Context: an optimization exercise on an open-source flow, tuned for small area. The choices shown serve that exercise and are no tape-out recipe. The RTL was checked by simulation tests, not by an equivalence proof against the original design. Power figures rest on the tool's default switching activity, not on a simulated workload.

north:
==> flow/design.v <==
module conv_window_buffer #(
    parameter int BITWIDTH     = 8,
    parameter int DATACHANNEL  = 3,
    parameter int FILTERHEIGHT = 5,
    parameter int FILTERWIDTH  = 5,
    parameter int DATAWIDTH    = 28,
    parameter int DATAHEIGHT   = 28
) (
    input  logic clk,
    input  logic rst,
    input  logic in_valid,
    output logic in_ready,
    input  logic [BITWIDTH*DATACHANNEL-1:0] pixel,
    output logic out_valid,
    input  logic out_ready,
    output logic [BITWIDTH*DATACHANNEL*FILTERHEIGHT*FILTERWIDTH-1:0] window,
    output logic out_last
);
    localparam int PW = BITWIDTH * DATACHANNEL;
    localparam int NS = (FILTERHEIGHT - 1) * DATAWIDTH + FILTERWIDTH;
    localparam int CW = (DATAWIDTH > 1) ? $clog2(DATAWIDTH) : 1;
    localparam int RW = (DATAHEIGHT > 1) ? $clog2(DATAHEIGHT) : 1;
    logic [PW-1:0] sr [NS];
    logic [CW-1:0] col;
    logic [RW-1:0] row;
    logic          col_end;
    logic          row_end;
    logic          complete;
    logic          accept;
    logic          ready;
    logic          valid_q;
    logic          empty_q;    
    logic          shift;      
    logic          hold;       
    assign ready    = !rst && (!valid_q || out_ready);
    assign accept   = in_valid && ready;
    assign col_end  = (col == CW'(DATAWIDTH - 1));
    assign row_end  = (row == RW'(DATAHEIGHT - 1));
    assign complete = (row >= RW'(FILTERHEIGHT - 1)) &&
                      (col >= CW'(FILTERWIDTH - 1));
    assign shift = in_valid && !rst && (!valid_q || out_ready);
    assign hold  = !in_valid || rst || (!empty_q && !out_ready);
    assign in_ready  = ready;
    assign out_valid = valid_q;
    assign out_last  = (row == '0) && (col == '0);
    always_comb begin
        for (int r = 0; r < FILTERHEIGHT; r++) begin
            for (int c = 0; c < FILTERWIDTH; c++) begin
                window[(r*FILTERWIDTH + c)*PW +: PW] =
                    sr[(FILTERHEIGHT-1-r)*DATAWIDTH + (FILTERWIDTH-1-c)];
            end
        end
    end
    function automatic logic is_tap(input int k);
        is_tap = (k % DATAWIDTH) < FILTERWIDTH;
    endfunction
    logic phase;
    always_ff @(posedge clk) begin
        if (rst) phase <= 1'b0;
        else     phase <= !phase;
    end
    always_ff @(posedge clk) begin
        sr[0] <= ({PW{shift}} & pixel) | ({PW{hold}} & sr[0]);
        for (int k = 1; k < NS; k++) begin
            if (is_tap(k) && is_tap(k-1)) begin
                sr[k] <= ({PW{shift}} & sr[k-1]) | ({PW{hold}} & sr[k]);
            end else if (is_tap(k)) begin
                sr[k] <= ({PW{shift}} & (sr[k-1] ^ {PW{phase}})) | ({PW{hold}} & sr[k]);
            end else if (is_tap(k-1)) begin
                sr[k] <= ~(({PW{shift}} & (sr[k-1] ^ {PW{phase}})) | ({PW{hold}} & sr[k]));
            end else begin
                sr[k] <= ~(({PW{shift}} & sr[k-1]) | ({PW{hold}} & sr[k]));
            end
        end
    end
    always_ff @(posedge clk) begin
        if (rst) begin
            col <= '0;
            row <= '0;
        end else if (accept) begin
            if (col_end) begin
                col <= '0;
                row <= row_end ? '0 : row + 1'b1;
            end else begin
                col <= col + 1'b1;
            end
        end
    end
    always_ff @(posedge clk) begin
        if (rst) begin
            valid_q <= 1'b0;
            empty_q <= 1'b1;
        end else if (accept) begin
            valid_q <= complete;
            empty_q <= !complete;
        end else if (out_ready) begin
            valid_q <= 1'b0;
            empty_q <= 1'b1;
        end
    end
endmodule
export LEC_CHECK = 0
export CAP_MARGIN = 20
export CORE_MARGIN = 2
export CORE_UTILIZATION = 60
export PLACE_DENSITY = 0.8
export SLEW_MARGIN = 20
create_clock -name core_clock -period 6.0 [get_ports {clk}]
standard.sh (not shown) runs the stock make flow with config.mk's settings and CLKGATE_MAP_FILE= SYNTH_SCRIPT=/design/flow/synth_recipe.tcl, a recipe that flattens the netlist after the stock synthesis.
==> flow/flow/run.sh <==
#!/bin/bash
set -euo pipefail
export BUFFER_PORTS_ARGS="-buffer_cell sky130_fd_sc_hd__buf_1"
export CTS_ARGS="-sink_clustering_enable -repair_clock_nets -buf_list {sky130_fd_sc_hd__clkbuf_4 sky130_fd_sc_hd__clkbuf_8} -sink_clustering_size 20 -sink_clustering_max_diameter 55 -dont_use_dummy_load"
bash standard.sh finish > standard_flow.log 2>&1
Both conditions hold for north: the flow ran to the end and the final layout passed the timing, design-rule and antenna checks.
## Diff of input files: south against north
-- flow/design.v --
<<< north, line 52
        end
    end
    function automatic logic is_tap(input int k);
        is_tap = (k % DATAWIDTH) < FILTERWIDTH;
    endfunction
    logic phase;
    always_ff @(posedge clk) begin
        if (rst) phase <= 1'b0;
        else     phase <= !phase;
    end
    always_ff @(posedge clk) begin
        sr[0] <= ({PW{shift}} & pixel) | ({PW{hold}} & sr[0]);
        for (int k = 1; k < NS; k++) begin
            if (is_tap(k) && is_tap(k-1)) begin
                sr[k] <= ({PW{shift}} & sr[k-1]) | ({PW{hold}} & sr[k]);
            end else if (is_tap(k)) begin
                sr[k] <= ({PW{shift}} & (sr[k-1] ^ {PW{phase}})) | ({PW{hold}} & sr[k]);
            end else if (is_tap(k-1)) begin
                sr[k] <= ~(({PW{shift}} & (sr[k-1] ^ {PW{phase}})) | ({PW{hold}} & sr[k]));
            end else begin
                sr[k] <= ~(({PW{shift}} & sr[k-1]) | ({PW{hold}} & sr[k]));
            end
        end
    end
>>> south, line 52
        end
    end
    always_ff @(posedge clk) begin
        sr[0] <= ({PW{shift}} & pixel) | ({PW{hold}} & sr[0]);
        for (int k = 1; k < NS; k++) begin
            sr[k] <= ({PW{shift}} & sr[k-1]) | ({PW{hold}} & sr[k]);
        end
    end
Notes after the runs:
Result for south and north: all clean. Comparing south and north, the higher clock group total power is on north. Minimum setup slack among reg-to-reg paths: south better than north. The clock tree skew after final layout of south exceeds that of north by 67 ps. As of south, number of signal-net buffers in the layout had risen by a few percent compared to north. In south the area of the multi-input gates turned out 4.4% higher than in north. As far as flip-flop and latch count is concerned, north and south perform about the same.

---

Another version of the RTL of conv_window_buffer (not shown whole).
Size: ~6600 cells after synthesis, ~630 I/O pins, roughly 0.081 mm² of cells after synthesis.
## conv_window_buffer
module conv_window_buffer #(
    parameter int BITWIDTH     = 8,
    parameter int DATACHANNEL  = 3,
    parameter int FILTERHEIGHT = 5,
    parameter int FILTERWIDTH  = 5,
    parameter int DATAWIDTH    = 28,
    parameter int DATAHEIGHT   = 28
) (
    input  logic clk,
    input  logic rst,
    input  logic in_valid,
    output logic in_ready,
    input  logic [BITWIDTH*DATACHANNEL-1:0] pixel,
    output logic out_valid,
    input  logic out_ready,
    output logic [BITWIDTH*DATACHANNEL*FILTERHEIGHT*FILTERWIDTH-1:0] window,
    output logic out_last
);
==> module conv_window_buffer, before the edit <==
module conv_window_buffer #(
    parameter int BITWIDTH     = 8,
    parameter int DATACHANNEL  = 3,
    parameter int FILTERHEIGHT = 5,
    parameter int FILTERWIDTH  = 5,
    parameter int DATAWIDTH    = 28,
    parameter int DATAHEIGHT   = 28
) (
    input  logic clk,
    input  logic rst,
    input  logic in_valid,
    output logic in_ready,
    input  logic [BITWIDTH*DATACHANNEL-1:0] pixel,
    output logic out_valid,
    input  logic out_ready,
    output logic [BITWIDTH*DATACHANNEL*FILTERHEIGHT*FILTERWIDTH-1:0] window,
    output logic out_last
);
    localparam int PW = BITWIDTH * DATACHANNEL;
    localparam int NS = (FILTERHEIGHT - 1) * DATAWIDTH + FILTERWIDTH;
    localparam int CW = (DATAWIDTH > 1) ? $clog2(DATAWIDTH) : 1;
    localparam int RW = (DATAHEIGHT > 1) ? $clog2(DATAHEIGHT) : 1;
    logic [PW-1:0] sr [NS];
    logic [CW-1:0] col;
    logic [RW-1:0] row;
    logic          col_end;
    logic          row_end;
    logic          complete;
    logic          accept;
    logic          ready;
    logic          valid_q;
    logic          empty_q;    
    logic          shift;      
    logic          hold;       
    assign ready    = !rst && (!valid_q || out_ready);
    assign accept   = in_valid && ready;
    assign col_end  = (col == CW'(DATAWIDTH - 1));
    assign row_end  = (row == RW'(DATAHEIGHT - 1));
    assign complete = (row >= RW'(FILTERHEIGHT - 1)) &&
                      (col >= CW'(FILTERWIDTH - 1));
    assign shift = in_valid && !rst && (!valid_q || out_ready);
    assign hold  = !in_valid || rst || (!empty_q && !out_ready);
    assign in_ready  = ready;
    assign out_valid = valid_q;
    assign out_last  = (row == '0) && (col == '0);
    always_comb begin
        for (int r = 0; r < FILTERHEIGHT; r++) begin
            for (int c = 0; c < FILTERWIDTH; c++) begin
                window[(r*FILTERWIDTH + c)*PW +: PW] =
                    sr[(FILTERHEIGHT-1-r)*DATAWIDTH + (FILTERWIDTH-1-c)];
            end
        end
    end
    function automatic logic is_tap(input int k);
        is_tap = (k % DATAWIDTH) < FILTERWIDTH;
    endfunction
    logic phase;
    always_ff @(posedge clk) begin
        if (rst) phase <= 1'b0;
        else     phase <= !phase;
    end
    always_ff @(posedge clk) begin
        sr[0] <= ({PW{shift}} & pixel) | ({PW{hold}} & sr[0]);
        for (int k = 1; k < NS; k++) begin
            if (is_tap(k) && is_tap(k-1)) begin
                sr[k] <= ({PW{shift}} & sr[k-1]) | ({PW{hold}} & sr[k]);
            end else if (is_tap(k)) begin
                sr[k] <= ({PW{shift}} & (sr[k-1] ^ {PW{phase}})) | ({PW{hold}} & sr[k]);
            end else if (is_tap(k-1)) begin
                sr[k] <= ~(({PW{hold}} | (sr[k-1] ^ {PW{phase}})) & ({PW{shift}} | sr[k]));
            end else begin
                sr[k] <= ~(({PW{hold}} | sr[k-1]) & ({PW{shift}} | sr[k]));
            end
        end
    end
    always_ff @(posedge clk) begin
        if (rst) begin
            col <= '0;
            row <= '0;
        end else if (accept) begin
            if (col_end) begin
                col <= '0;
                row <= row_end ? '0 : row + 1'b1;
            end else begin
                col <= col + 1'b1;
            end
        end
    end
    always_ff @(posedge clk) begin
        if (rst) begin
            valid_q <= 1'b0;
            empty_q <= 1'b1;
        end else if (accept) begin
            valid_q <= complete;
            empty_q <= !complete;
        end else if (out_ready) begin
            valid_q <= 1'b0;
            empty_q <= 1'b1;
        end
    end
endmodule
==> flow/config.mk <==
export PLATFORM = sky130hd
export DESIGN_NAME = conv_window_buffer
export DESIGN_NICKNAME = conv_window_buffer
export VERILOG_FILES = /design/flow/design.v
export SDC_FILE = /design/flow/constraint.sdc
export NUM_CORES = 4
export LEC_CHECK = 0
export CAP_MARGIN = 20
export CORE_MARGIN = 2
export CORE_UTILIZATION = 60
export PLACE_DENSITY = 0.8
export SLEW_MARGIN = 20
==> flow/constraint.sdc <==
create_clock -name core_clock -period 6.0 [get_ports {clk}]
set_input_delay 1.2000 -clock core_clock [delete_from_list [all_inputs] [get_ports {clk}]]
set_output_delay 1.2000 -clock core_clock [all_outputs]
set_load 0.01 [all_outputs]
Scripts as last shown in full above: flow/flow/run.sh
==> next run, changes <==
--- a/flow/design.v
+++ b/flow/design.v
@@ -30,7 +30,4 @@
     logic          ready;
     logic          valid_q;
-    logic          empty_q;    
-    logic          shift;      
-    logic          hold;       
     assign ready    = !rst && (!valid_q || out_ready);
     assign accept   = in_valid && ready;
@@ -39,6 +36,4 @@
     assign complete = (row >= RW'(FILTERHEIGHT - 1)) &&
                       (col >= CW'(FILTERWIDTH - 1));
-    assign shift = in_valid && !rst && (!valid_q || out_ready);
-    assign hold  = !in_valid || rst || (!empty_q && !out_ready);
     assign in_ready  = ready;
     assign out_valid = valid_q;
@@ -52,23 +47,9 @@
         end
     end
-    function automatic logic is_tap(input int k);
-        is_tap = (k % DATAWIDTH) < FILTERWIDTH;
-    endfunction
-    logic phase;
     always_ff @(posedge clk) begin
-        if (rst) phase <= 1'b0;
-        else     phase <= !phase;
-    end
-    always_ff @(posedge clk) begin
-        sr[0] <= ({PW{shift}} & pixel) | ({PW{hold}} & sr[0]);
-        for (int k = 1; k < NS; k++) begin
-            if (is_tap(k) && is_tap(k-1)) begin
-                sr[k] <= ({PW{shift}} & sr[k-1]) | ({PW{hold}} & sr[k]);
-            end else if (is_tap(k)) begin
-                sr[k] <= ({PW{shift}} & (sr[k-1] ^ {PW{phase}})) | ({PW{hold}} & sr[k]);
-            end else if (is_tap(k-1)) begin
-                sr[k] <= ~(({PW{hold}} | (sr[k-1] ^ {PW{phase}})) & ({PW{shift}} | sr[k]));
-            end else begin
-                sr[k] <= ~(({PW{hold}} | sr[k-1]) & ({PW{shift}} | sr[k]));
+        if (accept) begin
+            sr[0] <= pixel;
+            for (int k = 1; k < NS; k++) begin
+                sr[k] <= sr[k-1];
             end
         end
@@ -90,11 +71,8 @@
         if (rst) begin
             valid_q <= 1'b0;
-            empty_q <= 1'b1;
         end else if (accept) begin
             valid_q <= complete;
-            empty_q <= !complete;
         end else if (out_ready) begin
             valid_q <= 1'b0;
-            empty_q <= 1'b1;
         end
     end
The changed run ran to the end with no violations.
Sequential share of layout area increases by 25 points.
Sequential power decreases by 12%.
Wire length decreases by about 40%.
Total power decreases by about 20%.
Cell area increases by about 8%.
Final cell count decreases by about 35%.
Via count decreases by about 46%.
Non-clock buffer count decreases by 37.
Maximum frequency increases by 2.8%.
Count of clock-buffer cells in the layout increases by 8.
Global-route usage decreases by 9.9 points.
Clock skew increases by 30 ps.

## port drivers added, routing unchanged
How much do the figures lean on ideal ports? The routed layouts below were timed once more, with nothing changed but the port constraints. Step 1 sets driving cells, clkbuf_16 on the clock port and buf_2 on the other inputs (assumed; they add their load-dependent delay and slew). Step 2 times the ports against the registers' clock, not the clock port: input delays grow and output delays shrink by t, the midpoint of the rising clock arrivals with the driver on. Three values: no drivers, after step 1, after step 2; two values: the first two.
run | t, ns | setup slack, ns | latest minus earliest clock arrival (ns)
north | 0.948 | 2.462 / 2.399 / 2.049 | 0.111 / 0.111
south | 0.934 | 2.671 / 2.647 / 2.235 | 0.168 / 0.168
the first run of note 2 | 0.953 | 2.472 / 2.441 / 2.158 | 0.124 / 0.124
the second run of note 2 | 0.910 | 2.566 / 2.485 / 2.158 | 0.152 / 0.153
After both steps setup and hold are still met in every run listed. The setup slack of south, which loses most, moves by -0.024 ns with the drivers and by -0.436 ns with both steps.
